This design comes from an exercise in tuning for small area on the open sky130 flow, not from production work. The RTL was checked by simulation tests, not by an equivalence proof against the original design. Power and IR drop assume default switching activity.

==> design/flow/design.v <==
`timescale 1ns/1ps
package ahb_cfg_pkg;
	localparam int DATA_W     = 32;    
	localparam int NUM_SLAVES = 4;
	localparam int CFG_LAST   = 8;     
	localparam int CFG_AW     = $clog2(CFG_LAST + 1);
	localparam logic [2:0] MAX_HSIZE = 3'd2;
	localparam logic [NUM_SLAVES*DATA_W-1:0] RESET_BASE = {
		32'h8c00_0000,
		32'h8800_0000,
		32'h8400_0000,
		32'h8000_0000
	};
	localparam logic [NUM_SLAVES*DATA_W-1:0] RESET_SIZE = {NUM_SLAVES{32'h0000_03ff}};
	localparam logic [1:0] IDLE   = 2'b00;
	localparam logic [1:0] BUSY   = 2'b01;
	localparam logic [1:0] NONSEQ = 2'b10;
	localparam logic [1:0] SEQ    = 2'b11;
	localparam logic [1:0] OKAY  = 2'b00;
	localparam logic [1:0] ERROR = 2'b10;
	localparam logic [1:0] RESP_OK        = 2'd0;
	localparam logic [1:0] RESP_ERR_FIRST = 2'd1;
	localparam logic [1:0] RESP_ERR_LAST  = 2'd2;
endpackage
`timescale 1ns/1ps
module ahb_cfg_regs
(
	input  logic                         Hclk,
	input  logic                         Hresetn,
	input  logic [1:0]                   Htrans,
	input  logic                         Hwrite,
	input  logic [ahb_cfg_pkg::DATA_W-1:0]            Haddr,
	input  logic                         Hreadyin,
	input  logic [ahb_cfg_pkg::DATA_W-1:0]            Hwdata,
	input  logic                         error_flag,
	input  logic                         resp_busy,
	output logic [ahb_cfg_pkg::NUM_SLAVES*ahb_cfg_pkg::DATA_W-1:0] win_base,
	output logic [ahb_cfg_pkg::NUM_SLAVES*ahb_cfg_pkg::DATA_W-1:0] win_size,
	output logic [ahb_cfg_pkg::DATA_W-1:0]            config_reg_data,
	output logic                         cfg_write_phase
);
	localparam int DATA_W = ahb_cfg_pkg::DATA_W;
	localparam int NUM_SLAVES = ahb_cfg_pkg::NUM_SLAVES;
	localparam int CFG_LAST = ahb_cfg_pkg::CFG_LAST;
	localparam int CFG_AW = ahb_cfg_pkg::CFG_AW;
	localparam logic [NUM_SLAVES*DATA_W-1:0] RESET_BASE = ahb_cfg_pkg::RESET_BASE;
	localparam logic [NUM_SLAVES*DATA_W-1:0] RESET_SIZE = ahb_cfg_pkg::RESET_SIZE;
	localparam logic [1:0] NONSEQ = ahb_cfg_pkg::NONSEQ;
	localparam logic [1:0] SEQ = ahb_cfg_pkg::SEQ;
	logic              active;
	logic              accept;
	logic              cfg_hit;
	logic              wr_pending;    
	logic [CFG_AW-1:0] wr_idx;
	logic              wr_en;
	logic [DATA_W-1:0] rd_word;
	assign active          = (Htrans == NONSEQ) || (Htrans == SEQ);
	assign accept          = Hreadyin && active && !resp_busy;
	assign cfg_hit         = Haddr <= DATA_W'(CFG_LAST);
	assign cfg_write_phase = active && Hwrite && cfg_hit;
	assign wr_en = wr_pending && Hreadyin && !error_flag && !resp_busy;
	always_ff @(posedge Hclk or negedge Hresetn)
	begin
		if (!Hresetn)
			wr_pending <= 1'b0;
		else if (Hreadyin || error_flag)
			wr_pending <= accept && cfg_hit && Hwrite;
	end
	always_ff @(posedge Hclk)
	begin
		if (accept)
			wr_idx <= Haddr[CFG_AW-1:0];
	end
	always_ff @(posedge Hclk or negedge Hresetn)
	begin
		if (!Hresetn)
		begin
			win_base <= RESET_BASE;
			win_size <= RESET_SIZE;
		end
		else if (wr_en)
		begin
			for (int k = 0; k < NUM_SLAVES; k++)
			begin
				if (wr_idx == CFG_AW'(2 * k + 1))
					win_base[k*DATA_W +: DATA_W] <= Hwdata;
				if (wr_idx == CFG_AW'(2 * k + 2))
					win_size[k*DATA_W +: DATA_W] <= Hwdata;
			end
		end
	end
	always_comb
	begin
		rd_word = '0;    
		for (int k = 0; k < NUM_SLAVES; k++)
		begin
			if (Haddr[CFG_AW-1:0] == CFG_AW'(2 * k + 1))
				rd_word = win_base[k*DATA_W +: DATA_W];
			if (Haddr[CFG_AW-1:0] == CFG_AW'(2 * k + 2))
				rd_word = win_size[k*DATA_W +: DATA_W];
		end
	end
	always_ff @(posedge Hclk or negedge Hresetn)
	begin
		if (!Hresetn)
			config_reg_data <= '0;
		else
			config_reg_data <= (accept && cfg_hit && !Hwrite) ? rd_word : '0;
	end
endmodule
`timescale 1ns/1ps
module ahb_slave_decoder
(
	input  logic [1:0]                   Htrans,
	input  logic                         Hwrite,
	input  logic [ahb_cfg_pkg::DATA_W-1:0]            Haddr,
	input  logic [ahb_cfg_pkg::NUM_SLAVES*ahb_cfg_pkg::DATA_W-1:0] win_base,
	input  logic [ahb_cfg_pkg::NUM_SLAVES*ahb_cfg_pkg::DATA_W-1:0] win_size,
	input  logic                         Hreadyin,
	input  logic [1:0]                   Hresp,
	output logic [ahb_cfg_pkg::NUM_SLAVES-1:0]        Pselx_out,
	output logic                         valid
);
	localparam int DATA_W = ahb_cfg_pkg::DATA_W;
	localparam int NUM_SLAVES = ahb_cfg_pkg::NUM_SLAVES;
	localparam int CFG_LAST = ahb_cfg_pkg::CFG_LAST;
	localparam logic [1:0] NONSEQ = ahb_cfg_pkg::NONSEQ;
	localparam logic [1:0] SEQ = ahb_cfg_pkg::SEQ;
	localparam logic [1:0] OKAY = ahb_cfg_pkg::OKAY;
	always_comb
	begin
		for (int k = 0; k < NUM_SLAVES; k++)
			Pselx_out[k] = (Haddr >= win_base[k*DATA_W +: DATA_W]) &&
				({1'b0, Haddr} < {1'b0, win_base[k*DATA_W +: DATA_W]} + {1'b0, win_size[k*DATA_W +: DATA_W]});
	end
	assign valid = Hreadyin && ((Htrans == NONSEQ) || (Htrans == SEQ)) && (Hresp == OKAY) &&
		(!Hwrite || !(Haddr <= DATA_W'(CFG_LAST)));
endmodule
`timescale 1ns/1ps
module ahb_protocol_checker
(
	input  logic              Hclk,
	input  logic              Hresetn,
	input  logic [1:0]        Htrans,
	input  logic [2:0]        Hsize,
	input  logic              Hwrite,
	input  logic [ahb_cfg_pkg::DATA_W-1:0] Haddr,
	input  logic              Hreadyin,
	input  logic              resp_busy,
	output logic              error_flag
);
	localparam int DATA_W = ahb_cfg_pkg::DATA_W;
	localparam int CFG_LAST = ahb_cfg_pkg::CFG_LAST;
	localparam logic [2:0] MAX_HSIZE = ahb_cfg_pkg::MAX_HSIZE;
	localparam logic [1:0] IDLE = ahb_cfg_pkg::IDLE;
	localparam logic [1:0] NONSEQ = ahb_cfg_pkg::NONSEQ;
	localparam logic [1:0] SEQ = ahb_cfg_pkg::SEQ;
	logic              accept;
	logic              misaligned;
	logic              seq_after_idle;
	logic              burst_change;
	logic              oversize;
	logic [DATA_W-1:0] size_mask;
	logic [1:0]        prev_trans;    
	logic [2:0]        last_size;
	logic              last_write;
	assign accept = Hreadyin && ((Htrans == NONSEQ) || (Htrans == SEQ)) && !resp_busy;
	assign size_mask  = (DATA_W'(1) << Hsize) - DATA_W'(1);
	assign misaligned = !(Haddr <= DATA_W'(CFG_LAST)) && ((Haddr & size_mask) != '0);
	assign seq_after_idle = (Htrans == SEQ) && (prev_trans == IDLE);
	assign burst_change   = (Htrans == SEQ) && (prev_trans == NONSEQ) &&
		((Hsize != last_size) || (Hwrite != last_write));
	assign oversize = Hsize > MAX_HSIZE;    
	always_ff @(posedge Hclk or negedge Hresetn)
	begin
		if (!Hresetn)
		begin
			error_flag <= 1'b0;
			prev_trans <= IDLE;
			last_size  <= '0;
			last_write <= 1'b0;
		end
		else
		begin
			error_flag <= accept && (misaligned || seq_after_idle || burst_change || oversize);
			if (Hreadyin)
				prev_trans <= Htrans;
			if (accept)
			begin
				last_size  <= Hsize;
				last_write <= Hwrite;
			end
		end
	end
endmodule
`timescale 1ns/1ps
module ahb_error_responder
(
	input  logic       Hclk,
	input  logic       Hresetn,
	input  logic       error_flag,
	input  logic       cfg_write_phase,
	input  logic       Hreadyout_in,
	output logic [1:0] Hresp,
	output logic       Hreadyout,
	output logic       resp_busy
);
	localparam logic [1:0] OKAY = ahb_cfg_pkg::OKAY;
	localparam logic [1:0] ERROR = ahb_cfg_pkg::ERROR;
	localparam logic [1:0] RESP_OK = ahb_cfg_pkg::RESP_OK;
	localparam logic [1:0] RESP_ERR_FIRST = ahb_cfg_pkg::RESP_ERR_FIRST;
	localparam logic [1:0] RESP_ERR_LAST = ahb_cfg_pkg::RESP_ERR_LAST;
	logic [1:0] state;
	always_ff @(posedge Hclk or negedge Hresetn)
	begin
		if (!Hresetn)
			state <= RESP_OK;
		else
		begin
			case (state)
				RESP_OK:
				begin
					if (error_flag)
						state <= RESP_ERR_FIRST;
				end
				RESP_ERR_FIRST: state <= RESP_ERR_LAST;
				default:        state <= RESP_OK;
			endcase
		end
	end
	assign resp_busy = (state != RESP_OK);
	assign Hresp     = resp_busy ? ERROR : OKAY;
	always_comb
	begin
		case (state)
			RESP_ERR_FIRST: Hreadyout = 1'b0;    
			RESP_ERR_LAST:  Hreadyout = 1'b1;
			default:        Hreadyout = cfg_write_phase ? 1'b1 : Hreadyout_in;
		endcase
	end
endmodule
`timescale 1ns/1ps
module ahb_config_bridge
(
	input  logic                  Hclk,
	input  logic                  Hresetn,
	input  logic [1:0]            Htrans,
	input  logic [2:0]            Hsize,
	input  logic                  Hwrite,
	input  logic [ahb_cfg_pkg::DATA_W-1:0]     Haddr,
	input  logic [ahb_cfg_pkg::DATA_W-1:0]     Hwdata,
	input  logic                  Hreadyin,
	input  logic                  Hreadyout_in,
	output logic [1:0]            Hresp,
	output logic                  Hreadyout,
	output logic [ahb_cfg_pkg::NUM_SLAVES-1:0] Pselx_out,
	output logic                  valid,
	output logic [ahb_cfg_pkg::DATA_W-1:0]     config_reg_data
);
	localparam int DATA_W = ahb_cfg_pkg::DATA_W;
	localparam int NUM_SLAVES = ahb_cfg_pkg::NUM_SLAVES;
	logic [NUM_SLAVES*DATA_W-1:0] win_base;
	logic [NUM_SLAVES*DATA_W-1:0] win_size;
	logic                         error_flag;
	logic                         resp_busy;
	logic                         cfg_write_phase;
	ahb_cfg_regs u_regs (
		.Hclk(Hclk), .Hresetn(Hresetn), .Htrans(Htrans), .Hwrite(Hwrite), .Haddr(Haddr),
		.Hreadyin(Hreadyin), .Hwdata(Hwdata),
		.error_flag(error_flag), .resp_busy(resp_busy), .win_base(win_base), .win_size(win_size),
		.config_reg_data(config_reg_data), .cfg_write_phase(cfg_write_phase)
	);
	ahb_slave_decoder u_decoder (
		.Htrans(Htrans), .Hwrite(Hwrite), .Haddr(Haddr), .win_base(win_base), .win_size(win_size),
		.Hreadyin(Hreadyin), .Hresp(Hresp), .Pselx_out(Pselx_out), .valid(valid)
	);
	ahb_protocol_checker u_checker (
		.Hclk(Hclk), .Hresetn(Hresetn), .Htrans(Htrans), .Hsize(Hsize), .Hwrite(Hwrite),
		.Haddr(Haddr), .Hreadyin(Hreadyin), .resp_busy(resp_busy), .error_flag(error_flag)
	);
	ahb_error_responder u_responder (
		.Hclk(Hclk), .Hresetn(Hresetn), .error_flag(error_flag),
		.cfg_write_phase(cfg_write_phase), .Hreadyout_in(Hreadyout_in),
		.Hresp(Hresp), .Hreadyout(Hreadyout), .resp_busy(resp_busy)
	);
endmodule
==> design/flow/run.sh <==
#!/bin/bash
# synth_recipe.tcl (not shown) runs the flow's synth.tcl, then flattens the netlist and writes it again
# the make line also repeats each setting of config.mk as NAME=value (left out here)
make -C /OpenROAD-flow-scripts/flow DESIGN_CONFIG=/design/flow/config.mk WORK_HOME=/design/flow/orfs CLKGATE_MAP_FILE= SYNTH_SCRIPT=/design/flow/synth_recipe.tcl finish
==> design/flow/config.mk <==
export PLATFORM = sky130hd
export DESIGN_NAME = ahb_config_bridge
export DESIGN_NICKNAME = ahb_config_bridge
export VERILOG_FILES = /design/flow/design.v
export SDC_FILE = /design/flow/constraint.sdc
export NUM_CORES = 4
export LEC_CHECK = 0
export CAP_MARGIN = 20
export CORE_MARGIN = 2
export CORE_UTILIZATION = 40
export SLEW_MARGIN = 20
==> design/flow/constraint.sdc <==
create_clock -name core_clock -period 10.0 [get_ports {Hclk}]
set_input_delay 2.0000 -clock core_clock [delete_from_list [all_inputs] [get_ports {Hclk}]]
set_output_delay 2.0000 -clock core_clock [all_outputs]
set_load 0.01 [all_outputs]
==> notes.md <==
cell type report:
cell class,instances,area (µm²)
clock inverter,18,300
tap,790,988
timing repair buffer,142,1380
sequential,302,7640
antenna,2,5.00
fill,5756,33200
clock buffer,51,1070
inverter,164,616
multi-input combinational,1932,16200
state kept, by name (all words and copies together), names as in the netlist:
signal and count:
u_checker.last_write 1, u_regs.win_size 128, u_regs.win_base 128, u_regs.wr_pending 1
u_checker.prev_trans 2, u_responder.state 2, u_regs.wr_idx 4, u_checker.last_size 3
u_regs.config_reg_data 32, u_checker.error_flag 1
cell families (layout without fill, tap and decap cells):
group,count (synthesis),after routing
DFF,302,302
other,1,3
AOI/OAI and AO/OA,734,734
and+or+nand+nor,432,432
adders and majority gates,390,390
xor gates and xnor gates,111,111
muxes,264,264
buffers and inverters,244,375
layer usage:
layer | part of all wire | up-vias
met5 | 0 | -
met3 | 0.055 | 191
met1 | 0.46 | 10452
met2 | 0.45 | 817
li1 | - | 9567
met4 | 0.040 | 0
stage by stage:
stage / power [W] / util / area [µm²]
after CTS: 0.00317 / 0.458 / 28100
after global routing: 0.00326 / 0.459 / 28200
after detailed placement: 0.00163 / 0.436 / 26800
after global placement: 0.00162 / 0.436 / 26800
after floorplan: 0.00144 / - / 24700
final: 0.00315 / 0.459 / 28200
synth_stat cells, drive strengths merged, types with 34 or more instances:
master / instances
o21ai: 137
nand2: 78
nand4: 38
clkbuf: 62
a211oi: 53
o22ai: 36
nor2: 88
xor2: 60
nand3: 67
a22oi: 34
dfstp: 48
ha: 386
a21o: 133
mux2: 262
xnor2: 51
inv: 164
dfrtp: 250
a21oi: 143
how the worst max path moves through the flow:
stage / cells after the start / end / slack [ns] / startpoint
floorplan: 21 / Pselx_out[2] / 3.65 / u_regs.win_base[64]
global placement: 13 / Pselx_out[2] / 1.64 / Haddr[0]
detailed placement: 13 / Pselx_out[2] / 1.66 / Haddr[0]
CTS: 13 / Pselx_out[2] / 1.64 / Haddr[0]
global route: 22 / Pselx_out[2] / 1.23 / u_regs.win_base[64]
finish: 22 / Pselx_out[2] / 1.57 / u_regs.win_base[64]
worst max-delay path, cell delays in order, from the launching register on:
cell and delay, ns:
dfrtp_1 0.43, ha_1 0.27, fa_1 0.42, a21oi_1 0.20
nand4b_1 0.17, a21boi_0 0.16, o311ai_0 0.34, buf_4 0.21
o21ai_0 0.23, o21ai_0 0.40, nand2_1 0.12, xnor2_1 0.15
ha_1 0.30, a21o_1 0.16, a21o_1 0.16, a21oi_1 0.24
nand2_1 0.13, a211o_1 0.32, nor3_1 0.15, o211a_1 0.25
o31ai_1 0.10, a31oi_1 0.36, clkdlybuf4s50_1 0.61
report_power, final:
group / internal (W) / switching, W / total [W]
combinational: 0.000138 / 0.000221 / 0.000359
clock: 0.000959 / 0.000579 / 0.00154
sequential: 0.00124 / 0.0000109 / 0.00125
total: 0.00234 / 0.000811 / 0.00315
==> metrics.md <==
| Metric | Value |
|---|---|
| Post-Synth Simple-Gate Area | 0.0920 |
| First-pass GRT wire length | 132000 µm |
| Final TNS setup | 0 ns |
| Yosys cell types | 79 |
| Initial Util | 0.402 |
| Commonest non-fill, non-tap cell in the layout | ha_1 |
| Die H | 252 µm |
| IO Pins | 114 |
| Via count | 21027 |
| CTS resizes | 0 |
| Commonest non-fill, non-tap cells in the layout | ha_1 (386), mux2_2 (262), dfrtp_1 (250) |
| Max-slew headroom | 0.236 |
| Mapped Area | 24700 µm² |
| Clock slew at reported path FFs | 0.06 ns |
| Fin Hold WS | 0.501 ns |
| Final setup fails | 0 |
| Post-synth EDFFs | 4 |
| CP Data Required Time | 8.00 ns |
| Hold Path Origin | u_checker.last_size[2] |
| Worst IR Drop VDD | 0.0970 mV |
| Area delta synth->final | 14.3% |
| Post-synthesis compound-gate area fraction | 0.202 |
| Pwr/cell area | 112 nW/µm² |
| Met2 Use GR | 0.436 |
| Routed wire per std cell | 25.6 µm |
| Routability congestion estimate | 0.976 |
| Worst setup EP type | primary output |
| Die ar. | 63600 µm² |
| Mapped Avg Cell Area | 9.95 µm² |
| Hold Crit Depth | 2 |
| Clock tree sinks | 302 |
| Post-Syn Nets | 2942 |
| CP Launch Type | flip-flop |
| Clk buf depth | 3 |
| Clock skew | 0.0429 ns |
| CP arrival | 6.43 ns |
| Tightest Hold Check Type | reg -> reg |
| Layout cells sized above 1 | 0.168 |
| Setup WS post-layout | 1.57 ns |
| Synth Area in XOR/XNOR | 0.0394 |
| Worst Max-Slew Pin Slew | 1.14 ns |
| Reg2reg start | u_responder.state[1] |
| FMAX | 119 MHz |
| Final WL | 87200 µm |
| Met1 Usage GRT | 0.378 |
| Area contributors post-synth | dfrtp_1 (25%), ha_1 (20%), mux2_2 (12%) |
| Ys Warns | 4 |
| Antenna violations before repair | 1 |
| Post-synthesis mux area share | 0.120 |
| Ys async rst share | 0.987 |
| Tmin final | 8.43 ns |
| Register bit total from synthesis | 302 |
| Critical path class | reg -> out |
| CTS buffer count | 38 |
| Reg-to-reg slack, setup | 6.97 ns |
| CTS root buffer | clkbuf_16 |
| Final Slew Violations | 0 |
| Yosys top cell by area | dfrtp_1 |
| Status | finished clean |
| RSZ-0062 raised after global routing | no |
| GRT busiest layer | met2 |
| Leakage power | 13.2 nW |
| I/O Buffers | 112 |
| TritonCTS clock tree | yes |
| Cts hold-fix bufs | 0 |
| Initial drt markers | 2019 |
| Detailed-route DRC error count | 0 |
| Routed Antenna Nets | 0 |
| Layout Nets | 3044 |
| Fin crit share | 0.843 |
| DP Cell Count | 3328 |
| Max cap viols | 0 |
| DR vias/cell | 6.18 |
| Post-Layout Cell Count | 3401 |
| Worst hold endpoint | u_checker.last_size[2] |
| Clock latency (worst-skew pair) | 0.57 ns |
| Core Area | 61400 µm² |
| Adder-cell share of the synthesized area | 0.199 |
| Area share of the largest cell type after synthesis | 0.254 |
| Reg2reg end | u_regs.win_base[120] |
| Dpl ws | 1.66 ns |
| Mapped Cells | 2478 |
| DRT Pass-1 Iters | 8 |
| Met3 Use GR | 0.0307 |
| Horiz. Die Dim | 252 µm |
| Max Fanout on Critical Path | 4 |
| Reg2Reg Depth | 8 |
| Vias in the first global route | 21338 |
| Post-synthesis sequential area ratio | 0.310 |
| Post-synth top flop | dfrtp_1 |
| Setup Fix Bufs, Post-CTS | 0 |
| # H-tree levels | 2 |
| DP HPWL | 64900 µm |
| Num rows | 91 |
| Main combinational cell family by area after synthesis | compound AO/OA/AOI/OAI gates |
| Final Hold Fails | 0 |
| GRT Overall Usage | 0.273 |
| Largest net degree at the start of global routing | 87 |
| Total congestion overflow | 0 |

## what the ideal ports hide
How much do the figures lean on ideal ports? The routed layout below was timed once more, with nothing changed but the port constraints.
Step 1 assumes that a clkbuf_16 drives the clock port and a buf_2 every other input.
Step 2 adds t to the input delays and takes it off the output delays; t is the mean of the earliest and latest rising clock arrival at the registers after step 1. Input paths then give back, and output paths get back, about the clock's delay inside the block.
Three values: ideal, step 1, step 2; two values: the first two.
t, ns: 0.611
setup slack, ns: 1.571 / 1.514 / 1.546
hold WS [ns]: 0.501 / 0.501 / 0.501
cell pins on the clock port's net: 1
After both steps setup and hold are still met in this run. For this run, drivers alone change the setup slack by -0.057 ns; drivers and shift together by -0.025 ns.
